Background: an optimization exercise with open tools, aiming at small area. Do not read the settings as production practice. In this exercise RTL edits were held to simulation tests only and were not proved equivalent to the original. No driver is modelled on the clock port, so clocking that relies on it looks cheaper here than on a real chip.

==> flow/design.v (outline; a module is shown in full before it is edited, if it fits) <==
// module ask_fa: 10 lines
// module ask_maj: 8 lines
// module ask_ha: 9 lines
// module ask_sq_acc: 504 lines
// module ask_sq: 652 lines
// module ask_add_r3: 40 lines
// module ask_add_err: 43 lines
// module ask_add_mag: 48 lines
// module ask_add_acc: 50 lines
// module ask_add_pwr: 42 lines
// module ask_carry17: 40 lines
// module ask_carry15: 36 lines
// module ask_quality_top: 166 lines
module ask_quality_top #(
	parameter int LOG2_BLOCK = 4
) (
	input  logic                     sys_clk,
	input  logic                     rst_n,
	input  logic                     sym_clk_en,
	input  ask_pkg::dv_t             dec_var,
	output ask_pkg::slice_t          slice,
	output logic                     slice_valid,
	output ask_pkg::dv_t             ref_lvl,
	output ask_pkg::dv_t             err_mean,
	output logic [ask_pkg::SQ_W-1:0] err_var,
	output logic [ask_pkg::SQ_W-1:0] sig_pwr,
	output logic                     block_done
);
  // ...
==> flow/flow/run.sh <==
#!/bin/bash
# The standard layout (the standard.sh: standard synthesis, then ORFS to
# finish), with three ORFS knobs set on the make command line:
#   REMOVE_ABC_BUFFERS=1  floorplan removes the buffers ABC put in synthesis
#                         (repair_design then buffers where the loads need it)
#   BUFFER_PORTS_ARGS     buffer_ports gives every input and output port a
#                         buffer, here the library's smallest, buf_1
#   CTS_ARGS              ORFS's clock_tree_synthesis arguments with
#                         -dont_use_dummy_load added
# make's full output goes to flow_make.log in the work folder.
set -euo pipefail
bash standard.sh REMOVE_ABC_BUFFERS=1 \
	"BUFFER_PORTS_ARGS=-buffer_cell sky130_fd_sc_hd__buf_1" \
	"CTS_ARGS=-sink_clustering_enable -repair_clock_nets -buf_list sky130_fd_sc_hd__clkbuf_8 -dont_use_dummy_load" \
	finish > flow_make.log 2>&1
==> flow/standard.sh <==
#!/bin/bash
# synth_recipe.tcl (not shown) runs the flow's synth.tcl, then flattens the netlist and writes it again
# the make line also repeats each setting of config.mk as NAME=value (left out here)
make -C /OpenROAD-flow-scripts/flow DESIGN_CONFIG=/design/flow/config.mk WORK_HOME=/design/flow/orfs CLKGATE_MAP_FILE= SYNTH_SCRIPT=/design/flow/synth_recipe.tcl "${@:-finish}"
==> flow/config.mk <==
export PLATFORM = sky130hd
export DESIGN_NAME = ask_quality_top
export DESIGN_NICKNAME = ask_quality_top
export VERILOG_FILES = /design/flow/design.v
export SDC_FILE = /design/flow/constraint.sdc
export NUM_CORES = 4
export LEC_CHECK = 0
export CAP_MARGIN = 20
export CORE_MARGIN = 2
export CORE_UTILIZATION = 40
export CTS_BUF_LIST = sky130_fd_sc_hd__clkbuf_8
export SLEW_MARGIN = 20
export SYNTH_HIERARCHICAL = 1
export SYNTH_MINIMUM_KEEP_SIZE = 0
==> flow/constraint.sdc <==
create_clock -name core_clock -period 14.0 [get_ports {sys_clk}]
set_input_delay 2.8000 -clock core_clock [delete_from_list [all_inputs] [get_ports {sys_clk}]]
set_output_delay 2.8000 -clock core_clock [all_outputs]
set_load 0.01 [all_outputs]
==> results.cfg, run 1 <==
[final_layout]
multiInputGateArea_mm2 = 0.0127
seq_area_mm2 = 0.00407
comb.multi_input.count = 1155
n_all_buffers = 140
post-route-util = 0.433
nFlopsAndLatches = 183
area_dominant_class = multi-input gates
clkCellAreaFrac = 0.0125
drive_gt1_frac = 0.0928

[worst_setup_path]
ff2ff_setup_slack_ns = 1.16
critPathMaxFanout = 31
worst-path-buf-inv = 2
crit_path_frequent_cell = fa_1
cp.arrival_ns = 13.24
critical-path-top-delay-family = adder cells
crit_path_end = var_q[13]

[timing]
drv_slew = 0
relSlewSlack = 0.406
worst_slack_ns = 1.16

[synth]
syn_area_mm2 = 0.0175
syn_area_per_cell_um2 = 11.5
ys_ff_latch = 183
synthTopCellsByArea = fa_1, dfxtp_1, dfrtp_1
synthAdderAreaFrac = 0.489
synth_most_common_cell = fa_1
synth.distinct_cells = 60

[clock_tree]
cts_hold_buffers = 0

[status]
status = finished clean

[die]
io_pins = 99
die_h_um = 213

[global_route]
overflow = 0
grt_pass1_vias = 12200
antenna_found_initial = 0
met2_usage = 0.302

[drt]
drt-met1-wl_mm = 17.7
num_vias = 11000
top_layer = met4

[worst_hold_path]
hold_path_depth = 1

[placement]
dp.cells = 2142
==> run 2: changes to the inputs <==
==> flow/flow/run.sh (replaced) <==
#!/bin/bash
# The standard layout (the standard.sh: standard synthesis, then ORFS to
# finish), with these ORFS knobs set on the make command line:
#   REMOVE_ABC_BUFFERS=1  floorplan removes the buffers ABC put in synthesis
#                         (repair_design then buffers where the loads need it)
#   BUFFER_PORTS_ARGS     buffer_ports gives every input and output port a
#                         buffer, here the library's smallest, buf_1
#   CTS_ARGS              ORFS's clock_tree_synthesis arguments with
#                         -dont_use_dummy_load added
#   POST_CTS_TCL          flow/recover.tcl: after CTS, downsize gates that
#                         have slack to spare and legalize again
# make's full output goes to flow_make.log in the work folder.
set -euo pipefail
bash standard.sh REMOVE_ABC_BUFFERS=1 \
	"BUFFER_PORTS_ARGS=-buffer_cell sky130_fd_sc_hd__buf_1" \
	"CTS_ARGS=-sink_clustering_enable -repair_clock_nets -buf_list sky130_fd_sc_hd__clkbuf_8 -dont_use_dummy_load" \
	"POST_CTS_TCL=$PWD/flow/recover.tcl" \
	finish > flow_make.log 2>&1
==> flow/flow/recover.tcl (new file) <==
# Run after CTS (POST_CTS_TCL): downsize gates on paths with slack to spare
# (OpenROAD's power recovery), then legalize the placement again.
estimate_parasitics -placement
repair_timing -recover_power 100
detailed_placement
check_placement -verbose
report_design_area
==> run 2 against run 1 <==
Global-route usage increased by 0.061 points. Final area down 0.21%. Die area did not move. Final cell count rose by 0.14%. Utilization shrank 0.090 points. Clock-buffer cell count unchanged. Wire length increased by 0.19%. Highest routed layer unchanged.
==> results.cfg, run 2 <==
[synth]
syn_area_per_cell_um2 = 11.5
ys_ff_latch = 183
synth.distinct_cells = 60
yosysTopAreaCell = fa_1
syn_area_mm2 = 0.0175
synth_edf_count = 0
synth_top_area_frac = 0.442
seq_area_frac_synth = 0.232
synth-async-reset-ratio = 0.443
synth_most_common_cell = fa_1
syn_inst = 1520
synthTopCellsByArea = fa_1, dfxtp_1, dfrtp_1
synth_common_cells = fa_1, nor2_1, dfxtp_1, nor2b_1, dfrtp_1
yosysWarnings = 7
synthFlopType = dfxtp_1

[drt]
drtPass1Iterations = 6
detail-route-antenna-nets = 0
num_vias = 10900
drc = 0
initialDrtViolationCount = 694
drt-total-wl_mm = 39.8
wl_met3_mm = 1.83
top_layer = met4
wl_per_cell_um = 18.4
met2WireLength_mm = 19.2
viasPerCell = 5.06
drt-met1-wl_mm = 17.6

[clock_tree]
cts_tree = built
clock-sinks = 183
clk_latency_ns = 0.52
path_clk_slew_ns = 0.09

[worst_setup_path]
critPathMaxFanout = 31
worstPathRequired_ns = 14.40
ff2ff_setup_slack_ns = 0.70
r2r-end = var_q[13]
r2r_cells = 34
cp.arrival_ns = 13.70
cp-start-kind = flop
timing.rr.start = done_q
end_kind = flop
crit_path_frequent_cell = fa_1
cpMaxStageDelayCell = fa_1
cpPeakStageDelay_ns = 0.98
worstSetupPathType = reg -> reg

[final_layout]
final_common_cell = fa_1
nNetsFinal = 2034
drive_gt1_frac = 0.0813
areaGrowthSynthToFinish_pct = 6.57
mostFrequentLayoutCells = fa_1, nor2_1, dfxtp_1
final_cell_area_mm2 = 0.0187
reg_top3 = err_acc: 22 flops, sq_acc: 22 flops, mag_sum: 21 flops
final.fill_count = 4161
post-route-util = 0.433

[global_route]
grt_pass1_wl_mm = 65.7
antenna_found_initial = 1
grt_util_all_layers = 0.188
grt_pass1_vias = 12200
grt_max_degree = 70
overflow = 0

[timing]
fmax_mhz = 75.2
final.setup_skew_ns = 0.0524
worst_slack_ns = 0.699
tightestPinTransition_ns = 1.04
relSlewSlack = 0.304
drv_slew = 0
tns_ns = 0
rsz0062_at_grt = no
timing.final.setup_violations = 0
min_period_over_period = 0.950
hold_viol = 0
fin_crit_ns = 13.30

[worst_hold_path]
min_path_type = reg -> reg
hold_path_depth = 1
min_to = mag_lsb
hold_path.startpoint = mag_lsb

[placement]
place_area_mm2 = 0.0185
place_ws_ns = 1.09
portBuffers = 96
gp_congestion = 0.877
dp_hpwl_mm = 31.2

[status]
status = finished clean

[die]
die_h_um = 213
start_util = 0.406
io_pins = 99
die_area_mm2 = 0.0455
core.rowCount = 76
core_area_mm2 = 0.0432
dieWidth_um = 213

[flow_run]
max-cap-violations = 0
[run 2: logic make-up after synthesis]
kind of cell / synth area share
buffers and inverters: 0.0446
flip-flops: 0.232
AND/OR/NAND/NOR: 0.128
XOR/XNOR: 0.0195
multiplexers: 0.0551
AO/OA/AOI/OAI: 0.0316
adder cells (fa/ha/maj): 0.489
other: 0.000643
[run 2: cell type report]
class                      instances  area [µm²]  share of cell area
antenna                            2        5.00            0.000268
clock buffer                      17         234              0.0125
inverter                          79         297              0.0159
multi-input combinational       1155       12600               0.676
sequential                       183        4070               0.218
tap                              585         732              0.0392
timing repair buffer             141         701              0.0375
[run 2: critical path: cells and delay by family (launching register included)]
| kind | cells | cell delay, ns |
|---|---|---|
| buffers and inverters | 2 | 0.97 |
| flip-flops | 1 | 0.69 |
| AO/OA/AOI/OAI | 4 | 0.69 |
| AND/OR/NAND/NOR | 3 | 0.32 |
| multiplexers | 1 | 0.27 |
| adder cells (fa/ha/maj) | 24 | 10.22 |
[run 2: per-module statistics from Yosys, one instance, submodules excluded, excerpt]
module | flops+latches | cells inside | copies in the design
ask_add_err | 0 | 5 | 1
ask_add_r3 | 0 | 1 | 1
ask_carry17 | 0 | 39 | 1
ask_fa | 0 | 1 | 387
ask_ha | 0 | 1 | 45
ask_maj | 0 | 1 | 15
ask_quality_top | 183 | 558 | 1
ask_sq | 0 | 257 | 1
ask_sq_acc | 0 | 213 | 1
[run 2: how the worst max path moves through the flow]
| stage | start | endpoint | slack, ns | cells past startpoint |
|---|---|---|---|---|
| floorplan | done_q | var_q[17] | -0.33 | 32 |
| global placement | done_q | var_q[17] | 1.35 | 34 |
| detailed placement | done_q | var_q[5] | 1.09 | 34 |
| global route | done_q | var_q[5] | 0.04 | 34 |
| finish | done_q | var_q[13] | 0.70 | 34 |
[run 2: routing by layer]
layer	track usage	vias to the layer above
met1	0.260	5765
met2	0.302	283
met3	0.0281	57
met4	0.0697	0
met5	0	-
li1	-	4836
[run 2: through the flow]
stage	hold slack, ns	cells
final	0.498	2162
after global routing	0.517	2160
after detailed placement	0.483	2142
after global placement	0.480	2142
after floorplan	0.464	1417
==> module ask_add_acc, before the edit <==
module ask_add_acc (
	input  logic [21:0] base,
	input  logic [17:0] e,
	output logic [21:0] y
);
	logic f1;
	logic f3;
	logic f5;
	logic f7;
	logic f9;
	logic f11;
	logic f13;
	logic f15;
	logic f17;
	logic f19;
	logic f21;
	logic f23;
	logic f25;
	logic f27;
	logic f29;
	logic f31;
	logic f33;
	logic f35;
	logic f37;
	logic f39;
	logic f41;
	logic f43;
	ask_ha u_f0 (.a(base[0]), .b(e[0]), .s(y[0]), .co(f1));
	ask_fa u_f2 (.a(base[1]), .b(e[1]), .c(f1), .s(y[1]), .co(f3));
	ask_fa u_f4 (.a(base[2]), .b(e[2]), .c(f3), .s(y[2]), .co(f5));
	ask_fa u_f6 (.a(base[3]), .b(e[3]), .c(f5), .s(y[3]), .co(f7));
	ask_fa u_f8 (.a(base[4]), .b(e[4]), .c(f7), .s(y[4]), .co(f9));
	ask_fa u_f10 (.a(base[5]), .b(e[5]), .c(f9), .s(y[5]), .co(f11));
	ask_fa u_f12 (.a(base[6]), .b(e[6]), .c(f11), .s(y[6]), .co(f13));
	ask_fa u_f14 (.a(base[7]), .b(e[7]), .c(f13), .s(y[7]), .co(f15));
	ask_fa u_f16 (.a(base[8]), .b(e[8]), .c(f15), .s(y[8]), .co(f17));
	ask_fa u_f18 (.a(base[9]), .b(e[9]), .c(f17), .s(y[9]), .co(f19));
	ask_fa u_f20 (.a(base[10]), .b(e[10]), .c(f19), .s(y[10]), .co(f21));
	ask_fa u_f22 (.a(base[11]), .b(e[11]), .c(f21), .s(y[11]), .co(f23));
	ask_fa u_f24 (.a(base[12]), .b(e[12]), .c(f23), .s(y[12]), .co(f25));
	ask_fa u_f26 (.a(base[13]), .b(e[13]), .c(f25), .s(y[13]), .co(f27));
	ask_fa u_f28 (.a(base[14]), .b(e[14]), .c(f27), .s(y[14]), .co(f29));
	ask_fa u_f30 (.a(base[15]), .b(e[15]), .c(f29), .s(y[15]), .co(f31));
	ask_fa u_f32 (.a(base[16]), .b(e[16]), .c(f31), .s(y[16]), .co(f33));
	ask_fa u_f34 (.a(base[17]), .b(e[17]), .c(f33), .s(y[17]), .co(f35));
	ask_fa u_f36 (.a(base[18]), .b(e[17]), .c(f35), .s(y[18]), .co(f37));
	ask_fa u_f38 (.a(base[19]), .b(e[17]), .c(f37), .s(y[19]), .co(f39));
	ask_fa u_f40 (.a(base[20]), .b(e[17]), .c(f39), .s(y[20]), .co(f41));
	ask_fa u_f42 (.a(base[21]), .b(e[17]), .c(f41), .s(y[21]), .co(f43));
endmodule
==> module ask_quality_top, before the edit <==
module ask_quality_top #(
	parameter int LOG2_BLOCK = 4
) (
	input  logic                     sys_clk,
	input  logic                     rst_n,
	input  logic                     sym_clk_en,
	input  ask_pkg::dv_t             dec_var,
	output ask_pkg::slice_t          slice,
	output logic                     slice_valid,
	output ask_pkg::dv_t             ref_lvl,
	output ask_pkg::dv_t             err_mean,
	output logic [ask_pkg::SQ_W-1:0] err_var,
	output logic [ask_pkg::SQ_W-1:0] sig_pwr,
	output logic                     block_done
);
	logic [3:0]  sym_cnt;       
	logic [20:0] mag_sum;       
	logic        mag_lsb;       
	logic [17:0] err_qb;        
	logic        first_q;       
	logic        last_q;        
	logic        valid_q;       
	logic        done_q;        
	logic [21:0] err_acc;       
	logic [21:0] sq_acc;        
	logic [18:0] pwr_q;         
	logic [1:0]  slice_q;
	logic [17:0] mean_q;
	logic [17:0] var_q;
	logic [17:0] sig_q;
	logic        bd_q;
	logic        d_neg;
	logic [16:0] d_ones;        
	logic        ge;
	logic [1:0]  slice_c;
	logic [17:0] mag_avg;       
	logic [17:0] r1;
	logic [17:0] r3;
	logic [17:0] k_lvl;
	logic [17:0] err_c;
	logic        blk_first;
	logic        blk_last;
	logic [20:0] mag_base;
	logic [21:0] mag_tot;
	assign blk_first = (sym_cnt == 4'd0);
	assign blk_last  = (sym_cnt == 4'd15);
	assign first_q = valid_q & (sym_cnt == 4'd1);
	assign last_q  = valid_q & (sym_cnt == 4'd0);
	assign d_neg  = dec_var[17];
	assign d_ones = dec_var[16:0] ^ {17{d_neg}};
	ask_carry17 u_ge (
		.a  (d_ones),
		.b  (~mag_avg[16:0]),
		.ci (1'b1),
		.co (ge)
	);
	assign slice_c = mag_avg[17] ? 2'b11 : {~d_neg, d_neg ^ ge};
	assign mag_avg = {ref_lvl[17], ref_lvl[15:0], mag_lsb};
	assign r1      = ref_lvl;
	ask_add_r3 u_r3 (
		.r (r1),
		.y (r3)
	);
	logic [17:0] err_u;
	assign k_lvl = ge ? r3 : r1;
	ask_add_err u_err (
		.d  (d_ones),
		.kb (~k_lvl),
		.y  (err_u)
	);
	assign err_c = err_u ^ {d_neg & ~mag_avg[17], {17{d_neg}}};
	assign mag_base = (sym_clk_en & blk_first) ? 21'd0 : mag_sum;
	ask_add_mag u_mag (
		.base (mag_base),
		.m    (d_ones & {17{sym_clk_en}}),
		.ci   (d_neg & sym_clk_en),
		.y    (mag_tot)
	);
	logic [21:0] err_base;
	logic [21:0] err_sum;
	logic [21:0] sq_base;
	logic [21:0] sq_sum;
	assign err_base = first_q ? 22'd0 : err_acc;
	assign sq_base  = first_q ? 22'd0 : sq_acc;
	logic [17:0] err_e;
	assign err_e = ~err_qb;
	ask_add_acc u_err_acc (
		.base (err_base),
		.e    (err_e),
		.y    (err_sum)
	);
	ask_sq_acc u_sq_acc (
		.xb   (err_qb),
		.x    (err_e),
		.base (sq_base),
		.y    (sq_sum)
	);
	logic [17:0] sq_in;
	logic [36:0] sq_out;
	logic [17:0] var_c;
	logic        pwr_lo_c;
	logic [17:0] pwr_c;
	assign sq_in = done_q ? err_acc[21:4] : r1;
	ask_sq u_sq (
		.xb (~sq_in),
		.v  (done_q),
		.sq (sq_acc[21:4]),
		.y  (sq_out)
	);
	assign var_c = sq_out[36] ? ~sq_out[34:17] : 18'd0;
	ask_carry15 u_pwr_lo (
		.a  (sq_out[16:2]),
		.b  (sq_out[14:0]),
		.ci (1'b0),
		.co (pwr_lo_c)
	);
	ask_add_pwr u_pwr (
		.z  (pwr_q[17:0]),
		.ci (pwr_q[18]),
		.y  (pwr_c)
	);
	always_ff @(posedge sys_clk or negedge rst_n) begin
		if (!rst_n) begin
			sym_cnt <= '0;
			ref_lvl <= '0;
			mag_lsb <= 1'b0;
			slice_q <= '0;
			valid_q <= 1'b0;
			done_q  <= 1'b0;
			bd_q    <= 1'b0;
			mean_q  <= '0;
			var_q   <= '0;
			sig_q   <= '0;
		end else begin
			valid_q <= sym_clk_en;
			done_q  <= last_q;
			bd_q    <= done_q;
			if (sym_clk_en) begin
				sym_cnt <= sym_cnt + 4'd1;
				slice_q <= slice_c;
				if (blk_last) begin
					ref_lvl <= {mag_tot[21], mag_tot[21:5]};
					mag_lsb <= mag_tot[4];
				end
			end
			if (done_q) begin
				mean_q <= err_acc[21:4];
				var_q  <= var_c;
				sig_q  <= pwr_c;
			end
		end
	end
	always_ff @(posedge sys_clk) begin
		err_qb  <= ~(err_c & {18{sym_clk_en}});
		err_acc <= err_sum;
		sq_acc  <= sq_sum;
		mag_sum <= mag_tot[20:0];
		pwr_q   <= {pwr_lo_c, sq_out[32:15]};
	end
	assign slice       = ask_pkg::slice_t'(slice_q);
	assign slice_valid = valid_q;
	assign err_mean    = mean_q;
	assign err_var     = {1'b0, var_q};
	assign sig_pwr     = {1'b0, sig_q};
	assign block_done  = bd_q;
endmodule
==> run 3: changes to the inputs <==
--- a/flow/design.v
+++ b/flow/design.v
@@ -1329,7 +1329,8 @@
 endmodule
 module ask_add_acc (
 	input  logic [21:0] base,
-	input  logic [17:0] e,
+	input  logic [16:0] e,
+	input  logic eb17,
 	output logic [21:0] y
 );
 	logic f1;
@@ -1371,11 +1372,11 @@
 	ask_fa u_f28 (.a(base[14]), .b(e[14]), .c(f27), .s(y[14]), .co(f29));
 	ask_fa u_f30 (.a(base[15]), .b(e[15]), .c(f29), .s(y[15]), .co(f31));
 	ask_fa u_f32 (.a(base[16]), .b(e[16]), .c(f31), .s(y[16]), .co(f33));
-	ask_fa u_f34 (.a(base[17]), .b(e[17]), .c(f33), .s(y[17]), .co(f35));
-	ask_fa u_f36 (.a(base[18]), .b(e[17]), .c(f35), .s(y[18]), .co(f37));
-	ask_fa u_f38 (.a(base[19]), .b(e[17]), .c(f37), .s(y[19]), .co(f39));
-	ask_fa u_f40 (.a(base[20]), .b(e[17]), .c(f39), .s(y[20]), .co(f41));
-	ask_fa u_f42 (.a(base[21]), .b(e[17]), .c(f41), .s(y[21]), .co(f43));
+	ask_fa u_f34 (.a(base[17]), .b(eb17), .c(f33), .s(y[17]), .co(f35));
+	ask_ha u_f36 (.a(base[18]), .b(f35), .s(y[18]), .co(f37));
+	ask_ha u_f38 (.a(base[19]), .b(f37), .s(y[19]), .co(f39));
+	ask_ha u_f40 (.a(base[20]), .b(f39), .s(y[20]), .co(f41));
+	ask_ha u_f42 (.a(base[21]), .b(f41), .s(y[21]), .co(f43));
 endmodule
 module ask_add_pwr (
 	input  logic [17:0] z,
@@ -1584,7 +1585,8 @@
 	assign err_e = ~err_qb;
 	ask_add_acc u_err_acc (
 		.base (err_base),
-		.e    (err_e),
+		.e    (err_e[16:0]),
+		.eb17 (err_qb[17] & valid_q),
 		.y    (err_sum)
 	);
 	ask_sq_acc u_sq_acc (
@@ -1598,7 +1600,7 @@
 	logic [17:0] var_c;
 	logic        pwr_lo_c;
 	logic [17:0] pwr_c;
-	assign sq_in = done_q ? err_acc[21:4] : r1;
+	assign sq_in = done_q ? {~err_acc[21], err_acc[20:4]} : r1;
 	ask_sq u_sq (
 		.xb (~sq_in),
 		.v  (done_q),
@@ -1642,7 +1644,7 @@
 				end
 			end
 			if (done_q) begin
-				mean_q <= err_acc[21:4];
+				mean_q <= {~err_acc[21], err_acc[20:4]};
 				var_q  <= var_c;
 				sig_q  <= pwr_c;
 			end
--- a/flow/flow/run.sh
+++ b/flow/flow/run.sh
@@ -13,6 +13,6 @@
 set -euo pipefail
 bash standard.sh REMOVE_ABC_BUFFERS=1 \
 	"BUFFER_PORTS_ARGS=-buffer_cell sky130_fd_sc_hd__buf_1" \
-	"CTS_ARGS=-sink_clustering_enable -repair_clock_nets -buf_list sky130_fd_sc_hd__clkbuf_8 -dont_use_dummy_load" \
+	"CTS_ARGS=-repair_clock_nets -buf_list sky130_fd_sc_hd__clkbuf_8 -dont_use_dummy_load" \
 	"POST_CTS_TCL=$PWD/flow/recover.tcl" \
 	finish > flow_make.log 2>&1
==> run 3 against run 2 <==
Worst setup slack improved by 0.0024 ns. Clock-buffer cell count did not move. Critical path type unchanged. Highest routed layer unchanged.
==> results.cfg, run 3 <==
[final_layout]
nNetsFinal = 2035
mostFrequentLayoutCells = fa_1, nor2_1, dfxtp_1
final.fill_count = 4167
post-route-util = 0.432
areaGrowthSynthToFinish_pct = 6.47
reg_top3 = err_acc: 22 flops, sq_acc: 22 flops, mag_sum: 21 flops
drive_gt1_frac = 0.0793
final_common_cell = fa_1
diodes = 0

[worst_setup_path]
r2r_cells = 34
worstSetupPathType = reg -> reg
ff2ff_setup_slack_ns = 0.70
cpPeakStageDelay_ns = 0.98
end_kind = flop
cp-start-kind = flop
cp.arrival_ns = 13.69
crit_path_end = var_q[3]
worstSetupStartpoint = done_q
r2r-end = var_q[3]
timing.rr.start = done_q
critPathMaxFanout = 35
worstPathRequired_ns = 14.39
cpMaxStageDelayCell = fa_1
crit_path_frequent_cell = fa_1

[synth]
yosysTopAreaCell = fa_1
seq_area_frac_synth = 0.232
synthTopCellsByArea = fa_1, dfxtp_1, dfrtp_1
synth_edf_count = 0
synth_top_area_frac = 0.438
syn_area_mm2 = 0.0175
synth_most_common_cell = fa_1
synth-async-reset-ratio = 0.443
syn_inst = 1522
ys_ff_latch = 183
synth_common_cells = fa_1, nor2_1, dfxtp_1, nor2b_1, dfrtp_1
syn_area_per_cell_um2 = 11.5
yosysWarnings = 7
synth.distinct_cells = 60
synthFlopType = dfxtp_1

[drt]
num_vias = 10900
drtPass1Iterations = 5
wl_per_cell_um = 18.5
drt-total-wl_mm = 40.0
drc = 0
detail-route-antenna-nets = 0
initialDrtViolationCount = 605
viasPerCell = 5.05

[global_route]
met2_usage = 0.309
grt_pass1_wl_mm = 66.0
grt_pass1_vias = 12100
antenna_found_initial = 0
overflow = 0
grt_max_degree = 69
grt_busiest_layer = met2
grt_util_all_layers = 0.189
grt_use_met1 = 0.264
use_met3 = 0.0272

[clock_tree]
cts_tree = built
clock-sinks = 183
clk_latency_ns = 0.51
path_clk_slew_ns = 0.09

[timing]
relSlewSlack = 0.305
worst_slack_ns = 0.702
final.setup_skew_ns = 0.0409
fmax_mhz = 75.2
timing.final.setup_violations = 0
rsz0062_at_grt = no
tns_ns = 0
fin_crit_ns = 13.30
hold_viol = 0
min_period_over_period = 0.950
tightestPinTransition_ns = 1.04
drv_slew = 0

[placement]
place_ws_ns = 0.921
dp_hpwl_mm = 31.7
portBuffers = 96
gp_congestion = 0.855

[die]
dieWidth_um = 213
die_h_um = 213
core_area_mm2 = 0.0432
io_pins = 99
core.rowCount = 76
die_area_mm2 = 0.0455
start_util = 0.405

[worst_hold_path]
min_path_type = reg -> reg

[status]
status = finished clean

[flow_run]
max-cap-violations = 0
-- run 3: cell count changes after synthesis, sizes merged --
cell   before  now
and2       19   20
fa        387  383
mux2i      32   34
a21oi      13   11
nor2b      87   86
nand2      31   32
ha         49   53
inv        79   80
o21ai      28   29
mux2       54   53
-- run 3: cell families after synthesis --
family | Yosys count | synth area share
flops | 183 | 0.232
xor+xnor | 39 | 0.0195
compound gates | 83 | 0.0314
fa+ha+maj | 454 | 0.487
buf+inv | 185 | 0.0449
other cells | 3 | 0.000643
simple gates | 488 | 0.128
mux | 87 | 0.0557
-- run 3: routing by layer --
metal  wire [µm]  up-vias
met5           0        -
met4         833        0
met3        1610       40
met2       19300      245
met1       18200     5777
li1            -     4850
-- run 3: how the worst min path moves through the flow --
stage / to / start / slack [ns] / cells past startpoint
floorplan: mean_q[17] / err_acc[21] / 0.42 / 1
global placement: mean_q[17] / err_acc[21] / 0.45 / 1
detailed placement: mean_q[17] / err_acc[21] / 0.46 / 1
global route: mean_q[17] / err_acc[21] / 0.52 / 1
finish: mean_q[17] / err_acc[21] / 0.46 / 1
-- run 3: worst max-delay path: cells and delay by family (launching register included) --
kind                     cells  cell delay, ns
buffers and inverters        2            0.87
AND/OR/NAND/NOR              3            0.32
adder cells (fa/ha/maj)     24           10.28
AO/OA/AOI/OAI                4            0.69
multiplexers                 1            0.26
flip-flops                   1            0.76
-- run 3: area by class of cell --
type / count / area, µm² / area share
inverters: 80 / 300 / 0.0161
multi-input cells: 1156 / 12600 / 0.677
well taps: 585 / 732 / 0.0393
clock buffers: 17 / 234 / 0.0126
flip-flops and latches: 183 / 4070 / 0.219
repair buffers: 140 / 688 / 0.0369
-- run 3: through the flow --
| step | instance area (µm²) | instances | hold WS [ns] |
|---|---|---|---|
| final | 18600 | 2161 | 0.459 |
| after floorplan | 17000 | 1419 | 0.424 |
| after global placement | 18500 | 2143 | 0.446 |
| after global routing | 18600 | 2161 | 0.518 |
| after detailed placement | 18500 | 2143 | 0.455 |
-- run 3: Yosys stat by module, one instance, submodules excluded, a selection --
module           flip-flops and latches  cells inside
ask_maj                               0             1
ask_quality_top                     183           560
ask_add_err                           0             5
ask_ha                                0             1
ask_sq_acc                            0           213
ask_sq                                0           257
ask_add_r3                            0             1
ask_carry17                           0            39
ask_fa                                0             1
==> run 4: changes to the inputs <==
--- a/flow/flow/run.sh
+++ b/flow/flow/run.sh
@@ -13,6 +13,6 @@
 set -euo pipefail
 bash standard.sh REMOVE_ABC_BUFFERS=1 \
 	"BUFFER_PORTS_ARGS=-buffer_cell sky130_fd_sc_hd__buf_1" \
-	"CTS_ARGS=-repair_clock_nets -buf_list sky130_fd_sc_hd__clkbuf_8 -dont_use_dummy_load" \
+	"CTS_ARGS=-sink_clustering_enable -repair_clock_nets -buf_list sky130_fd_sc_hd__clkbuf_8 -dont_use_dummy_load -sink_clustering_size 25 -sink_clustering_max_diameter 200 -sink_clustering_levels 1" \
 	"POST_CTS_TCL=$PWD/flow/recover.tcl" \
 	finish > flow_make.log 2>&1
==> run 4 against run 3 <==
Hold slack did not move. Final cell count did not move. First-iteration DRC count did not move. Register-to-register slack barely moved. Maximum frequency did not move. Still clean. Highest routed layer unchanged. Non-clock buffer count did not move.
==> results.cfg, run 4 <==
[timing]
fmax_mhz = 75.2
final.setup_skew_ns = 0.0409
tightestPinTransition_ns = 1.04
drv_slew = 0
tns_ns = 0
rsz0062_at_grt = no
relSlewSlack = 0.305
timing.hold.ws_ns = 0.459
hold_viol = 0
min_period_over_period = 0.950
timing.final.setup_violations = 0
worst_slack_ns = 0.702
fin_crit_ns = 13.30

[clock_tree]
clock-sinks = 183
path_clk_slew_ns = 0.09
clk_latency_ns = 0.51
cts_tree = built

[worst_setup_path]
worstSetupStartpoint = done_q
r2r_cells = 34
end_kind = flop
worstSetupPathType = reg -> reg
crit_path_frequent_cell = fa_1
worstPathRequired_ns = 14.39
critPathMaxFanout = 35
cpMaxStageDelayCell = fa_1
r2r-end = var_q[3]
cpPeakStageDelay_ns = 0.98
ff2ff_setup_slack_ns = 0.70
cp-start-kind = flop
timing.rr.start = done_q
cp.arrival_ns = 13.69

[die]
io_pins = 99
core.rowCount = 76
dieWidth_um = 213
die_area_mm2 = 0.0455
start_util = 0.405
die_h_um = 213
core_area_mm2 = 0.0432

[final_layout]
nNetsFinal = 2035
areaGrowthSynthToFinish_pct = 6.47
multiInputGateArea_mm2 = 0.0126
final_common_cell = fa_1
mostFrequentLayoutCells = fa_1, nor2_1, dfxtp_1
reg_top3 = err_acc: 22 flops, sq_acc: 22 flops, mag_sum: 21 flops
drive_gt1_frac = 0.0793
final.fill_count = 4167
diodes = 0
seq_area_mm2 = 0.00407

[synth]
seq_area_frac_synth = 0.232
synthFlopType = dfxtp_1
ys_ff_latch = 183
yosysTopAreaCell = fa_1
synthTopCellsByArea = fa_1, dfxtp_1, dfrtp_1
synth_top_area_frac = 0.438
synth-async-reset-ratio = 0.443
synth.distinct_cells = 60
synth_common_cells = fa_1, nor2_1, dfxtp_1, nor2b_1, dfrtp_1
syn_area_mm2 = 0.0175
synth_most_common_cell = fa_1
syn_area_per_cell_um2 = 11.5
synth_edf_count = 0
yosysWarnings = 7
syn_inst = 1522

[drt]
viasPerCell = 5.05
num_vias = 10900
detail-route-antenna-nets = 0
drt-total-wl_mm = 40.0
met2WireLength_mm = 19.3
wl_per_cell_um = 18.5
drtPass1Iterations = 5
top_layer = met4
drc = 0
initialDrtViolationCount = 605
wl_met3_mm = 1.61
drt-met1-wl_mm = 18.2

[worst_hold_path]
hold_path.startpoint = err_acc[21]
min_to = mean_q[17]
min_path_type = reg -> reg
hold_path_depth = 1

[global_route]
grt_max_degree = 69
grt_pass1_wl_mm = 66.0
grt_pass1_vias = 12100
antenna_found_initial = 0
overflow = 0
grt_util_all_layers = 0.189

[placement]
gp_congestion = 0.855
place_ws_ns = 0.921
portBuffers = 96
dp_hpwl_mm = 31.7

[flow_run]
max-cap-violations = 0

[status]
status = finished clean
[run 4: cells by family after synthesis]
logic type / after synthesis / share of synthesized area
AO/OA/AOI/OAI: 83 / 0.0314
buffers and inverters: 185 / 0.0449
XOR/XNOR: 39 / 0.0195
other: 3 / 0.000643
adder cells (fa/ha/maj): 454 / 0.487
multiplexers: 87 / 0.0557
flip-flops: 183 / 0.232
AND/OR/NAND/NOR: 488 / 0.128
[run 4: routing by layer]
layer / vias to the layer above / track usage
met5: - / 0
met4: 0 / 0.0524
met3: 40 / 0.0272
met2: 245 / 0.309
met1: 5777 / 0.264
li1: 4850 / -
[run 4: layout make-up]
type | instances | share of cell area
Inverter | 80 | 0.0161
Timing Repair Buffer | 140 | 0.0369
Multi-Input combinational cell | 1156 | 0.677
Sequential cell | 183 | 0.219
Clock buffer | 17 | 0.0126
Tap cell | 585 | 0.0393
[run 4: critical path: cells and delay by family (launching register included)]
family                   cells  cell delay, ns
multiplexers                 1            0.26
AND/OR/NAND/NOR              3            0.32
buffers and inverters        2            0.87
adder cells (fa/ha/maj)     24           10.28
AO/OA/AOI/OAI                4            0.69
flip-flops                   1            0.76
[run 4: stage by stage]
step	instance area, µm²	cells	utilization
floorplan	17000	1419	-
detailed placement	18500	2143	0.427
finish	18600	2161	0.432
global placement	18500	2143	0.427
global route	18600	2161	0.432
[run 4: Yosys stat by module, one instance, submodules excluded, a selection]
module / copies in the design / flip-flops and latches / area [µm²]
ask_quality_top: 1 / 183 / 6760
ask_sq: 1 / 0 / 1130
ask_sq_acc: 1 / 0 / 878
ask_carry17: 1 / 0 / 248
ask_add_err: 1 / 0 / 27.5
ask_fa: 383 / 0 / 20.0
ask_ha: 49 / 0 / 12.5
ask_maj: 15 / 0 / 11.3
ask_add_r3: 1 / 0 / 7.51
[run 4: how the worst max path moves through the flow]
| stage | cells after the start | endpoint |
|---|---|---|
| after global routing | 34 | var_q[1] |
| final | 34 | var_q[3] |
| after global placement | 32 | var_q[17] |
| after floorplan | 32 | var_q[17] |
| after detailed placement | 32 | var_q[3] |
==> run 5: changes to the inputs <==
--- a/flow/flow/run.sh
+++ b/flow/flow/run.sh
@@ -13,6 +13,6 @@
 set -euo pipefail
 bash standard.sh REMOVE_ABC_BUFFERS=1 \
 	"BUFFER_PORTS_ARGS=-buffer_cell sky130_fd_sc_hd__buf_1" \
-	"CTS_ARGS=-sink_clustering_enable -repair_clock_nets -buf_list sky130_fd_sc_hd__clkbuf_8 -dont_use_dummy_load -sink_clustering_size 25 -sink_clustering_max_diameter 200 -sink_clustering_levels 1" \
+	"CTS_ARGS=-sink_clustering_enable -repair_clock_nets -buf_list sky130_fd_sc_hd__clkbuf_8 -dont_use_dummy_load" \
 	"POST_CTS_TCL=$PWD/flow/recover.tcl" \
 	finish > flow_make.log 2>&1
==> run 5 against run 4 <==
Highest routed layer unchanged. Critical path type unchanged. Clock skew unchanged. Maximum frequency unchanged. Hold slack unchanged. Critical path depth unchanged. Non-clock buffer count is the same. Sequential share of layout area unchanged. Largest cell class unchanged. Synthesized cell count is the same. Sequential cell count unchanged. Synthesized area stayed put.
==> results.cfg, run 5 <==
[status]
status = finished clean

[clock_tree]
cts_tree = built
clock-sinks = 183
clk_latency_ns = 0.51
path_clk_slew_ns = 0.09

[drt]
drtPass1Iterations = 5
initialDrtViolationCount = 605
drt-total-wl_mm = 40.0
viasPerCell = 5.05
wl_per_cell_um = 18.5
drc = 0
detail-route-antenna-nets = 0
num_vias = 10900

[worst_setup_path]
r2r-end = var_q[3]
cpMaxStageDelayCell = fa_1
cp-start-kind = flop
crit_path_frequent_cell = fa_1
r2r_cells = 34
worst-path-buf-inv = 2
cpPeakStageDelay_ns = 0.98
worstPathRequired_ns = 14.39
critical-path-top-delay-family = adder cells
ff2ff_setup_slack_ns = 0.70
worstSetupPathType = reg -> reg
end_kind = flop
timing.rr.start = done_q
cp.arrival_ns = 13.69
critPathMaxFanout = 35

[final_layout]
diodes = 0
drive_gt1_frac = 0.0793
reg_top3 = err_acc: 22 flops, sq_acc: 22 flops, mag_sum: 21 flops
mostFrequentLayoutCells = fa_1, nor2_1, dfxtp_1
post-route-util = 0.432
seq_area_mm2 = 0.00407
final_common_cell = fa_1
nNetsFinal = 2035
multiInputGateArea_mm2 = 0.0126
final_cell_area_mm2 = 0.0186
areaGrowthSynthToFinish_pct = 6.47
final.fill_count = 4167
stdcell_count = 2161

[timing]
min_period_over_period = 0.950
hold_viol = 0
timing.hold.ws_ns = 0.459
final.setup_skew_ns = 0.0409
timing.final.setup_violations = 0
tns_ns = 0
tightestPinTransition_ns = 1.04
worst_slack_ns = 0.702
fmax_mhz = 75.2
drv_slew = 0
relSlewSlack = 0.305
fin_crit_ns = 13.30
rsz0062_at_grt = no

[synth]
yosysWarnings = 7
yosys-mux-area-fraction = 0.0557
synthFlopType = dfxtp_1
synth_edf_count = 0
ys_ff_latch = 183
synth_top_area_frac = 0.438
synth-xor-area-share = 0.0195
synthAdderAreaFrac = 0.487
synth_top_family_by_area = adder cells
synth_simple_gate_area_frac = 0.128
synth.distinct_cells = 60
synthTopCellsByArea = fa_1, dfxtp_1, dfrtp_1
syn_inst = 1522
synth-async-reset-ratio = 0.443
syn_area_per_cell_um2 = 11.5
seq_area_frac_synth = 0.232
synth_compound_area_frac = 0.0314
synth_common_cells = fa_1, nor2_1, dfxtp_1, nor2b_1, dfrtp_1
yosysTopAreaCell = fa_1
syn_area_mm2 = 0.0175
synth_most_common_cell = fa_1

[placement]
dp_hpwl_mm = 31.7
place_area_mm2 = 0.0185
dp.cells = 2143
gp_congestion = 0.855
place_ws_ns = 0.921
portBuffers = 96

[worst_hold_path]
min_path_type = reg -> reg
hold_path.startpoint = err_acc[21]
min_to = mean_q[17]
hold_path_depth = 1

[die]
dieWidth_um = 213
io_pins = 99
core_area_mm2 = 0.0432
die_h_um = 213
core.rowCount = 76
die_area_mm2 = 0.0455
start_util = 0.405

[global_route]
overflow = 0
grt_util_all_layers = 0.189
grt_max_degree = 69
antenna_found_initial = 0
grt_pass1_wl_mm = 66.0
grt_pass1_vias = 12100

[flow_run]
max-cap-violations = 0
## run 5: cells by family after synthesis
kind of cell             count (synthesis)
AND/OR/NAND/NOR                        488
adder cells (fa/ha/maj)                454
buffers and inverters                  185
flip-flops                             183
multiplexers                            87
AO/OA/AOI/OAI                           83
XOR/XNOR                                39
other                                    3
## run 5: cell type report
class | instances | share of cell area
tap | 585 | 0.0393
clock buffer | 17 | 0.0126
inverter | 80 | 0.0161
timing repair buffer | 140 | 0.0369
sequential | 183 | 0.219
multi-input combinational | 1156 | 0.677
## run 5: worst register-to-register path, delay by kind of cell (launching register included)
kind	cells	cell delay, ns
adders and majority gates	24	10.28
buffers and inverters	2	0.88
AOI/OAI and AO/OA	4	0.69
DFF	1	0.76
and+or+nand+nor	3	0.33
muxes	1	0.26
## run 5: worst max-delay path by stage
stage	from	to	cells past startpoint
global placement	done_q	var_q[17]	32
floorplan	done_q	var_q[17]	32
detailed placement	done_q	var_q[3]	32
finish	done_q	var_q[3]	34
global route	done_q	var_q[1]	34
## run 5: metal layers
layer / wire (µm) / global-route usage
met4: 833 / 0.0524
met2: 19300 / 0.309
met5: 0 / 0
met1: 18200 / 0.264
met3: 1610 / 0.0272
## run 5: Yosys stat by module (local to each module, per instance), excerpt
module,cell area (µm²),times used,flops+latches,cells
ask_add_r3,7.51,1,0,1
ask_add_err,27.5,1,0,5
ask_sq,1130,1,0,257
ask_carry17,248,1,0,39
ask_fa,20.0,383,0,1
ask_maj,11.3,15,0,1
ask_ha,12.5,49,0,1
ask_quality_top,6760,1,183,560
ask_sq_acc,878,1,0,213
==> run 6: changes to the inputs <==
--- a/flow/config.mk
+++ b/flow/config.mk
@@ -7,8 +7,9 @@
 export LEC_CHECK = 0
 export CAP_MARGIN = 20
 export CORE_MARGIN = 2
-export CORE_UTILIZATION = 40
+export CORE_UTILIZATION = 55
 export CTS_BUF_LIST = sky130_fd_sc_hd__clkbuf_8
+export PLACE_DENSITY = 0.8
 export SLEW_MARGIN = 20
 export SYNTH_HIERARCHICAL = 1
 export SYNTH_MINIMUM_KEEP_SIZE = 0
==> run 6 against run 5 <==
Still clean. Critical path depth fell by 2. Final cell count fell by 8.6%. Register-to-register slack improved by 0.11 ns. Sequential share of layout area rose by 0.24 points. Utilization rose by 15 points. First-iteration DRC count rose by 30%. Synthesized area did not move. Maximum frequency rose by 0.80%. Via count rose by 3.2%. Highest routed layer unchanged.
==> results.cfg, run 6 <==
[timing]
fmax_mhz = 75.8
hold_viol = 0
min_period_over_period = 0.942
final.setup_skew_ns = 0.0426
fin_crit_ns = 13.19
relSlewSlack = 0.325
timing.final.setup_violations = 0
worst_slack_ns = 0.807
rsz0062_at_grt = no
drv_slew = 0
tightestPinTransition_ns = 1.01

[die]
io_pins = 99
die_h_um = 182
dieWidth_um = 182
start_util = 0.556
core.rowCount = 65
die_area_mm2 = 0.0333
core_area_mm2 = 0.0315

[worst_setup_path]
critPathMaxFanout = 31
worstPathRequired_ns = 14.38
cpMaxStageDelayCell = fa_1
end_kind = flop
cpPeakStageDelay_ns = 0.95
crit_path_frequent_cell = fa_1
cp.arrival_ns = 13.57
cp-start-kind = flop
worstSetupPathType = reg -> reg

[final_layout]
nNetsFinal = 2033
final.fill_count = 2444
mostFrequentLayoutCells = fa_1, nor2_1, dfxtp_1
reg_top3 = err_acc: 22 flops, sq_acc: 22 flops, mag_sum: 21 flops
seq_area_mm2 = 0.00407
final_common_cell = fa_1
areaGrowthSynthToFinish_pct = 5.30
drive_gt1_frac = 0.0807
multiInputGateArea_mm2 = 0.0126
stdcell_count = 1976
diodes = 0

[drt]
wl_per_cell_um = 19.5
detail-route-antenna-nets = 0
viasPerCell = 5.70
drc = 0
drt-total-wl_mm = 38.6
initialDrtViolationCount = 786
num_vias = 11300
drtPass1Iterations = 7

[synth]
syn_area_per_cell_um2 = 11.5
synth-async-reset-ratio = 0.443
ys_ff_latch = 183
yosysTopAreaCell = fa_1
yosysWarnings = 7
synth_common_cells = fa_1, nor2_1, dfxtp_1, nor2b_1, dfrtp_1
synthFlopType = dfxtp_1
syn_inst = 1522
synth_top_area_frac = 0.438
synth.distinct_cells = 60
syn_area_mm2 = 0.0175
synth_edf_count = 0
seq_area_frac_synth = 0.232
synthTopCellsByArea = fa_1, dfxtp_1, dfrtp_1
synth_most_common_cell = fa_1

[placement]
place_ws_ns = 0.858
dp.cells = 1956
gp_congestion = 0.894
portBuffers = 96
dp_hpwl_mm = 29.8

[status]
status = finished clean

[global_route]
antenna_found_initial = 0
grt_max_degree = 68
grt_util_all_layers = 0.246
grt_pass1_wl_mm = 63.8
overflow = 0
grt_pass1_vias = 12600

[clock_tree]
clock-sinks = 183
clk_latency_ns = 0.49
path_clk_slew_ns = 0.11
cts_tree = built

[flow_run]
max-cap-violations = 0

[worst_hold_path]
min_path_type = reg -> reg
-- run 6: cell counts after synthesis --
No cell type changed its count.
-- run 6: cell type report --
| class | instances | share of cell area |
|---|---|---|
| Multi-Input combinational cell | 1156 | 0.684 |
| Sequential cell | 183 | 0.221 |
| Timing Repair Buffer | 138 | 0.0384 |
| Tap cell | 402 | 0.0273 |
| Inverter | 80 | 0.0163 |
| Clock buffer | 17 | 0.0127 |
-- run 6: critical path: cells and delay by family, from the launching register on --
kind                     cells  cell delay (ns)
adder cells (fa/ha/maj)     24            10.45
multiplexers                 1             0.76
AO/OA/AOI/OAI                4             0.72
flip-flops                   1             0.70
AND/OR/NAND/NOR              3             0.40
-- run 6: final timing paths --
kind / start / to / slack [ns] / depth (start not counted)
max: done_q / var_q[9] / 0.81 / 32
min: mag_lsb / mag_lsb / 0.50 / 1
max reg2reg: done_q / var_q[9] / 0.81 / 32
min reg2reg: mag_lsb / mag_lsb / 0.50 / 1
max in group asynchronous: rst_n / ref_lvl[2] / 10.85 / 4
min in group asynchronous: rst_n / sig_q[5] / 2.19 / 1
-- run 6: modules after synthesis (local to each module, per instance), excerpt --
module	cell area (µm²)	cells	flops+latches
ask_add_err	27.5	5	0
ask_quality_top	6760	560	183
ask_sq_acc	878	213	0
ask_sq	1130	257	0
ask_add_r3	7.51	1	0
ask_carry17	248	39	0
-- run 6: per-layer routing --
layer | vias up | wire length, µm | global-route usage
met5 | - | 0 | 0
met4 | 0 | 1150 | 0.0858
met2 | 487 | 19500 | 0.415
met1 | 5839 | 15200 | 0.320
li1 | 4836 | - | -
met3 | 95 | 2710 | 0.0483
-- run 6: kinds of logic (layout without fill, tap and decap cells) --
family,after synthesis,in the layout,synth area share
mux,87,87,0.0557
flops,183,183,0.232
buf+inv,185,235,0.0449
fa+ha+maj,454,454,0.487
compound gates,83,83,0.0314
xor+xnor,39,39,0.0195
simple gates,488,488,0.128
other cells,3,5,0.000643
-- run 6: per-stage QoR --
step	hold slack, ns	TNS, ns	utilization	instance area (µm²)
6_report	0.498	0	0.586	18400
5_1_grt	0.517	0	0.586	18400
3_5_place_dp	0.486	0	0.578	18200
3_3_place_gp	0.483	0	0.578	18200
2_1_floorplan	0.424	-6.29	-	17000

port drivers added, routing unchanged:
The flow's constraints put no driver on any port. The routed layouts listed below were extracted and timed again, unchanged, in two steps. Step 1: set_driving_cell puts a clkbuf_16 on sys_clk and a buf_2 on each other input, an assumption about the parent block. Step 2 adds t to the input delays and takes it off the output delays; t is the mean of the earliest and latest rising clock arrival at the registers after step 1. Input paths then give back, and output paths get back, about the clock's delay inside the block. Three values: no drivers, after step 1, after step 2; two values: the first two.
| run | t, ns | setup WS [ns] | hold slack, ns | worst setup path at the end | worst data-port slew with drivers (ns) |
|---|---|---|---|---|---|
| run 1 | 0.542 | 1.160 / 1.160 / 1.160 | 0.498 / 0.498 / 0.498 | register to register | 0.03 |
| run 2 | 0.541 | 0.699 / 0.699 / 0.699 | 0.498 / 0.498 / 0.498 | register to register | 0.03 |
| run 3 | 0.536 | 0.702 / 0.702 / 0.702 | 0.459 / 0.459 / 0.459 | register to register | 0.03 |
| run 4 | 0.536 | 0.702 / 0.702 / 0.702 | 0.459 / 0.459 / 0.459 | register to register | 0.03 |
| run 5 | 0.536 | 0.702 / 0.702 / 0.702 | 0.459 / 0.459 / 0.459 | register to register | 0.03 |
| run 6 | 0.518 | 0.807 / 0.807 / 0.807 | 0.498 / 0.498 / 0.498 | register to register | 0.03 |
After both steps setup and hold are still met in every run listed.
